Source: an optimization exercise on an open RTL-to-GDS flow (aim: small area and few clock cycles per item). Production flows keep margins and buffers that such runs may drop.
Where RTL was checked, it was by simulation tests only, not by an equivalence proof against the original.
Power figures rest on the tool's default switching activity, not on a simulated workload.

## cp_inserter
module cp_inserter
#(
  parameter int N_FFT  = 64,
  parameter int CP_LEN = 16
) (
  input  logic clk,
  input  logic rst,
  input  logic in_valid,
  output logic in_ready,
  input  data_type::r_t in_real,
  input  data_type::r_t in_imag,
  output logic out_valid,
  input  logic out_ready,
  output data_type::r_t out_real,
  output data_type::r_t out_imag,
  output logic out_sop,
  output logic out_cp,
  output logic out_eop
);
  localparam int                 c_idx_w   = $clog2(N_FFT);
  localparam int                 c_seg_w   = $clog2(CP_LEN);
  localparam int                 c_nseg    = N_FFT / CP_LEN;
  localparam int                 c_pt_w    = (c_nseg > 1) ? $clog2(c_nseg) : 1;
  localparam logic [c_idx_w-1:0] c_last    = c_idx_w'(N_FFT - 1);
  localparam logic [c_idx_w-1:0] c_cp_base = c_idx_w'(N_FFT - CP_LEN);
  localparam logic [c_idx_w-1:0] c_one     = c_idx_w'(1);
  logic [31:0] r_ring [c_nseg][CP_LEN];
  logic [31:0] w_tap  [c_nseg];    
  logic [c_idx_w-1:0] r_cnt;       
  logic [c_idx_w-1:0] r_wr_idx;    
  logic [c_idx_w-1:0] r_rd_idx;    
  logic               r_body;      
  logic               r_pend;      
  logic [c_idx_w-1:0] w_wr_d, w_rd_d;
  logic               w_wr_align, w_rd_align;
  logic [c_pt_w-1:0]  w_wr_pt, w_rd_pt;
  logic               w_load, w_rd_fire, w_free, w_wr_fire, w_wr_last, w_rd_last;
  assign w_wr_d     = r_cnt - r_wr_idx;
  assign w_rd_d     = r_cnt - r_rd_idx;
  assign w_wr_align = (w_wr_d[c_seg_w-1:0] == '0);
  assign w_rd_align = (w_rd_d[c_seg_w-1:0] == '0);
  assign w_wr_pt    = c_pt_w'(w_wr_d >> c_seg_w);
  assign w_rd_pt    = c_pt_w'(w_rd_d >> c_seg_w);
  assign w_load    = !out_valid || out_ready;
  assign w_rd_fire = r_pend && w_rd_align && w_load;
  assign w_rd_last = r_body && (r_rd_idx == c_last);
  assign w_free    = !r_pend || (r_body && ((r_wr_idx != r_rd_idx) || w_rd_fire));
  assign in_ready  = w_wr_align && w_free;
  assign w_wr_fire = in_valid && in_ready;
  assign w_wr_last = (r_wr_idx == c_last);
  always_comb begin
    for (int i = 0; i < c_nseg; i++)
      w_tap[i] = r_ring[(i + c_nseg - 1) % c_nseg][CP_LEN-1];
  end
  always_ff @(posedge clk) begin
  ...
Size: about 2400 cells after synthesis, ~73 I/O pins, about 46000 um^2 of cells after synthesis.
export LEC_CHECK = 0
export CAP_MARGIN = 20
export CORE_MARGIN = 2
export CORE_UTILIZATION = 80
export CTS_BUF_LIST = sky130_fd_sc_hd__clkbuf_8 sky130_fd_sc_hd__clkbuf_16
export CTS_CLUSTER_DIAMETER = 150
export CTS_CLUSTER_SIZE = 60
export SLEW_MARGIN = 20
create_clock -name core_clock -period 6.0 [get_ports {clk}]
run.sh (not shown) runs the stock make flow with config.mk's settings and CLKGATE_MAP_FILE= SYNTH_SCRIPT=/design/flow/synth_recipe.tcl, a recipe that flattens the netlist after the stock synthesis.
The baseline never finished: it broke off in clock tree synthesis (4_1_cts).
Next try:
Settings changed: CTS_BUF_LIST sky130_fd_sc_hd__clkbuf_8 sky130_fd_sc_hd__clkbuf_16 to unset, CTS_CLUSTER_DIAMETER 150 to 80, CTS_CLUSTER_SIZE 60 to 40.
Outcome: The changed run did not get past clock tree synthesis (4_1_cts); synthesized cell count stays the same; area after synthesis does not change.
Function was not checked in any run of this note: the RTL went through the layout flow alone.

The RTL this note starts from:
==> flow/design.v <==
`default_nettype none
package data_type;
  localparam int R_W = 16;
  typedef logic signed [R_W-1:0] r_t;
endpackage
module cp_inserter
#(
  parameter int N_FFT  = 64,
  parameter int CP_LEN = 16
) (
  input  logic clk,
  input  logic rst,
  input  logic in_valid,
  output logic in_ready,
  input  data_type::r_t in_real,
  input  data_type::r_t in_imag,
  output logic out_valid,
  input  logic out_ready,
  output data_type::r_t out_real,
  output data_type::r_t out_imag,
  output logic out_sop,
  output logic out_cp,
  output logic out_eop
);
  localparam int                 c_idx_w   = $clog2(N_FFT);
  localparam int                 c_seg_w   = $clog2(CP_LEN);
  localparam int                 c_nseg    = N_FFT / CP_LEN;
  localparam int                 c_pt_w    = (c_nseg > 1) ? $clog2(c_nseg) : 1;
  localparam logic [c_idx_w-1:0] c_last    = c_idx_w'(N_FFT - 1);
  localparam logic [c_idx_w-1:0] c_cp_base = c_idx_w'(N_FFT - CP_LEN);
  localparam logic [c_idx_w-1:0] c_one     = c_idx_w'(1);
  logic [31:0] r_ring [c_nseg][CP_LEN];
  logic [31:0] w_tap  [c_nseg];    
  logic [c_idx_w-1:0] r_cnt;       
  logic [c_idx_w-1:0] r_wr_idx;    
  logic [c_idx_w-1:0] r_rd_idx;    
  logic               r_body;      
  logic               r_pend;      
  logic               r_park;      
  logic               w_wr_align, w_rd_align;
  logic [c_pt_w-1:0]  w_wr_pt, w_rd_pt;
  logic               w_load, w_rd_fire, w_free, w_wr_fire, w_wr_last, w_rd_last;
  logic               w_wr_ok, w_acc, w_park_ld, w_park_wr;
  logic [31:0]        w_wr_data;
  assign w_wr_align = (r_cnt[c_seg_w-1:0] == r_wr_idx[c_seg_w-1:0]);
  assign w_rd_align = (r_cnt[c_seg_w-1:0] == r_rd_idx[c_seg_w-1:0]);
  assign w_wr_pt    = c_pt_w'((r_cnt >> c_seg_w) - (r_wr_idx >> c_seg_w));
  assign w_rd_pt    = c_pt_w'((r_cnt >> c_seg_w) - (r_rd_idx >> c_seg_w));
  assign w_load    = !out_valid || out_ready;
  assign w_rd_fire = r_pend && w_rd_align && w_load;
  assign w_rd_last = r_body && (r_rd_idx == c_last);
  assign w_free    = !r_pend || (r_body && (!w_rd_align || (w_wr_pt != w_rd_pt) || w_load));
  assign w_wr_ok   = w_wr_align && w_free;
  assign in_ready  = !r_park && (w_wr_ok || (!r_pend && w_load));
  assign w_acc     = in_valid && in_ready;
  assign w_park_ld = w_acc && !w_wr_ok;
  assign w_park_wr = r_park && w_wr_align;
  assign w_wr_fire = (w_acc && w_wr_ok) || w_park_wr;
  assign w_wr_data = r_park ? {out_real, out_imag} : {in_real, in_imag};
  assign w_wr_last = (r_wr_idx == c_last);
  always_comb begin
    for (int i = 0; i < c_nseg; i++)
      w_tap[i] = r_ring[(i + c_nseg - 1) % c_nseg][CP_LEN-1];
  end
  always_ff @(posedge clk) begin
    for (int i = 0; i < c_nseg; i++) begin
      if (w_wr_fire && (w_wr_pt == c_pt_w'(i)))
        r_ring[i][0] <= w_wr_data;
      else
        r_ring[i][0] <= w_tap[i];
      for (int j = 1; j < CP_LEN; j++)
        r_ring[i][j] <= r_ring[i][j-1];
    end
  end
  always_ff @(posedge clk) begin
    if (rst) begin
      r_cnt    <= '0;
      r_wr_idx <= '0;
      r_rd_idx <= c_cp_base;
      r_body   <= 1'b0;
      r_pend   <= 1'b0;
      r_park   <= 1'b0;
    end else begin
      r_cnt <= r_cnt + c_one;
      if (w_wr_fire)
        r_wr_idx <= r_wr_idx + c_one;
      if (w_rd_fire) begin
        if (w_rd_last) begin
          r_rd_idx <= c_cp_base;
          r_body   <= 1'b0;
        end else begin
          r_rd_idx <= r_rd_idx + c_one;
          if (r_rd_idx == c_last) r_body <= 1'b1;
        end
      end
      r_pend <= (r_pend && !(w_rd_fire && w_rd_last)) || (w_wr_fire && w_wr_last);
      r_park <= (r_park && !w_park_wr) || w_park_ld;
    end
  end
  always_ff @(posedge clk) begin
    if (rst) begin
      out_valid <= 1'b0;
    end else if (w_load) begin
      out_valid <= w_rd_fire;
    end
  end
  always_ff @(posedge clk) begin
    if (w_rd_fire)
      {out_real, out_imag} <= w_tap[w_rd_pt];
    else if (w_park_ld)
      {out_real, out_imag} <= {in_real, in_imag};
  end
  assign out_sop = !r_body && (r_rd_idx == c_cp_base + c_one);
  assign out_eop = !r_body && (r_rd_idx == c_cp_base);
  assign out_cp  = r_body ? (r_rd_idx == '0) : (r_rd_idx != c_cp_base);
endmodule
`default_nettype wire
export LEC_CHECK = 0
export CAP_MARGIN = 20
export CORE_MARGIN = 2
export CORE_UTILIZATION = 70
export CTS_CLUSTER_DIAMETER = 60
export CTS_CLUSTER_SIZE = 30
export SLEW_MARGIN = 20
create_clock -name core_clock -period 6.0 [get_ports {clk}]
standard.sh (not shown) runs the stock make flow with config.mk's settings and CLKGATE_MAP_FILE= SYNTH_SCRIPT=/design/flow/synth_recipe.tcl, a recipe that flattens the netlist after the stock synthesis.
==> flow/flow/run.sh <==
#!/bin/bash
set -euo pipefail
export CTS_ARGS="-sink_clustering_enable -repair_clock_nets -sink_clustering_size 12 -sink_clustering_max_diameter 40 -buf_list sky130_fd_sc_hd__clkbuf_4 -dont_use_dummy_load"
export BUFFER_PORTS_ARGS="-buffer_cell sky130_fd_sc_hd__buf_1"
bash standard.sh > standard.log 2>&1
Testbench counts at the start, summed over its fixed seeds: cycles 15,880, symbols 192.
Then changed:
--- a/flow/flow/run.sh
+++ b/flow/flow/run.sh
@@ -4,2 +4,4 @@
 export BUFFER_PORTS_ARGS="-buffer_cell sky130_fd_sc_hd__buf_1"
+bash standard.sh synth > synth.log 2>&1
+DOWNSIZE_ODB=orfs/results/sky130hd/cp_inserter/base/1_synth.odb openroad -no_init -exit flow/downsize.tcl > downsize.log 2>&1
 bash standard.sh > standard.log 2>&1
==> flow/flow/downsize.tcl (new file) <==
# Swap every combinational cell of the synthesized netlist to the smallest
# drive strength of the same cell family (same function and pins). Registers
# and everything else keep their cells; placement's repair_design and the
# timing repairs upsize again wherever slew, capacitance or timing need it.
set odb $::env(DOWNSIZE_ODB)
read_db $odb
set db [ord::get_db]
set masters [dict create]
foreach lib [$db getLibs] {
  foreach m [$lib getMasters] {
    set n [$m getName]
    if {[regexp {^(sky130_fd_sc_hd__[a-z0-9]+)_([0-9]+)$} $n -> base drive]} {
      dict lappend masters $base $m
    }
  }
}
proc pins {m} {
  set l {}
  foreach t [$m getMTerms] { lappend l [$t getName] }
  return [lsort $l]
}
set swapped 0
set saved 0.0
foreach inst [[ord::get_db_block] getInsts] {
  set m [$inst getMaster]
  set n [$m getName]
  if {![regexp {^(sky130_fd_sc_hd__[a-z0-9]+)_([0-9]+)$} $n -> base drive]} { continue }
  if {[regexp {__(df|edf|sdf|dl|clk|tap|fill|decap|diode|conb|probe|lpflow)} $base]} { continue }
  set best $m
  set ba [expr {[$m getWidth] * [$m getHeight]}]
  foreach c [dict get $masters $base] {
    set a [expr {[$c getWidth] * [$c getHeight]}]
    if {$a < $ba && [pins $c] eq [pins $m]} { set best $c; set ba $a }
  }
  if {$best ne $m} {
    set saved [expr {$saved + ([$m getWidth] * [$m getHeight] - $ba) / 1e6}]
    $inst swapMaster $best
    incr swapped
  }
}
puts "downsize: swapped $swapped cells, saved [format %.1f $saved] um2"
write_db $odb
After rerunning:
- The new run ran to the end with no violations
- first-iteration DRC count climbs by roughly a tenth
- setup slack degrades by 0.41 ns
- register-to-register slack degrades by 0.30 ns
- global-route usage drops by 0.17 points
- final area stays flat
- clock power stays flat
- routed wire length fell slightly
- clock-buffer cell count does not change
Then changed:
==> flow/flow/run.sh (replaced) <==
#!/bin/bash
set -euo pipefail
export CTS_ARGS="-sink_clustering_enable -repair_clock_nets -sink_clustering_size 12 -sink_clustering_max_diameter 30 -buf_list sky130_fd_sc_hd__clkbuf_4 -dont_use_dummy_load"
export BUFFER_PORTS_ARGS="-buffer_cell sky130_fd_sc_hd__buf_1"
bash standard.sh synth > synth.log 2>&1
DOWNSIZE_ODB=orfs/results/sky130hd/cp_inserter/base/1_synth.odb openroad -no_init -exit flow/downsize.tcl > downsize.log 2>&1
bash standard.sh > standard.log 2>&1
What happened: The new run completed with no timing, DRC or antenna violations; synthesized cell count stays the same; final area climbs by 0.45%; maximum frequency hardly moves; synthesized area stays the same; via count climbs by 0.94%; global-route usage stays flat; total power climbs by 1.2%; routed wire length stays flat; combinational power is about the same.

cp_inserter, a different RTL version from the one above (not shown whole).
Size in the first run: ~2100 flip-flops, about 73 I/O pins, about 46000 µm² of cells after synthesis.
// cp_inserter
module cp_inserter
#(
  parameter int N_FFT  = 64,
  parameter int CP_LEN = 16
) (
  input  logic clk,
  input  logic rst,
  input  logic in_valid,
  output logic in_ready,
  input  data_type::r_t in_real,
  input  data_type::r_t in_imag,
  output logic out_valid,
  input  logic out_ready,
  output data_type::r_t out_real,
  output data_type::r_t out_imag,
  output logic out_sop,
  output logic out_cp,
  output logic out_eop
);
  localparam int                 c_idx_w   = $clog2(N_FFT);
  localparam int                 c_seg_w   = $clog2(CP_LEN);
  localparam int                 c_nseg    = N_FFT / CP_LEN;
  localparam int                 c_pt_w    = (c_nseg > 1) ? $clog2(c_nseg) : 1;
  localparam logic [c_idx_w-1:0] c_last    = c_idx_w'(N_FFT - 1);
  localparam logic [c_idx_w-1:0] c_cp_base = c_idx_w'(N_FFT - CP_LEN);
  localparam logic [c_idx_w-1:0] c_one     = c_idx_w'(1);
  logic [31:0] r_ring [c_nseg][CP_LEN];
  logic [31:0] w_tap  [c_nseg];    
  logic [c_idx_w-1:0] r_cnt;       
  logic [c_idx_w-1:0] r_wr_idx;    
  logic [c_idx_w-1:0] r_rd_idx;    
  logic               r_body;      
  logic               r_pend;      
  logic [c_idx_w-1:0] w_wr_d, w_rd_d;
  ...
clock: 6.0 ns
lec_check: 0
cap_margin: 20
core_margin: 2
core_utilization: 80
cts_cluster_diameter: 60
cts_cluster_size: 30
slew_margin: 20
==> flow/flow/run.sh <==
#!/bin/bash
set -euo pipefail
export CTS_ARGS="-sink_clustering_enable -repair_clock_nets -sink_clustering_size 30 -sink_clustering_max_diameter 60 -dont_use_dummy_load"
export BUFFER_PORTS_ARGS="-buffer_cell sky130_fd_sc_hd__buf_1"
bash standard.sh > standard.log 2>&1
The baseline never finished: it broke off in 4_1_cts (DPL-0033).
Rerun with:
==> flow/flow/run.sh (replaced) <==
#!/bin/bash
set -euo pipefail
export CTS_ARGS="-sink_clustering_enable -repair_clock_nets -sink_clustering_size 20 -sink_clustering_max_diameter 50 -buf_list sky130_fd_sc_hd__clkbuf_8 -dont_use_dummy_load"
export RECOVER_POWER=100
export BUFFER_PORTS_ARGS="-buffer_cell sky130_fd_sc_hd__buf_1"
bash standard.sh > standard.log 2>&1
- CORE_UTILIZATION: 80 -> 70
After rerunning:
- The changed run finished but failed the layout checks on capacitance limit, slew limit
- synthesized area stays the same
- synthesized cell count does not change
No run of this note included a check of the RTL's function; only the layout flow was run.

## separate check: timing with driven ports
Ports are ideal in the flow. The routed layouts listed here were re-timed in OpenROAD. Step 1 assumes that a clkbuf_16 drives the clock port and a buf_2 every other input. Step 2 times the ports against the registers' clock, not the clock port: input delays grow and output delays shrink by t, the midpoint of the rising clock arrivals with the driver on. Slacks: ideal ports / drivers / drivers and shift; pairs: ideal ports / drivers.
| run | shift t [ns] | slack for setup (ns) | latest minus earliest clock arrival (ns) | worst slew at a driven data input, ns | cell pins on the clock port's net |
|---|---|---|---|---|---|
| the first run of note 2 | 1.046 | 1.773 / 1.712 / 1.969 | 0.093 / 0.094 | 0.15 | 1 |
| the second run of note 2 | 1.036 | 1.365 / 1.305 / 2.078 | 0.102 / 0.102 | 0.13 | 1 |
| the third run of note 2 | 1.048 | 1.372 / 1.310 / 2.039 | 0.145 / 0.145 | 0.14 | 1 |
| the second run of note 3 | 0.792 | 0.855 / 0.828 / 0.745 | 0.095 / 0.094 | 0.10 | 1 |
The setup slack of the second run of note 3, which loses most, moves by -0.027 ns with the drivers and by -0.110 ns with both steps.
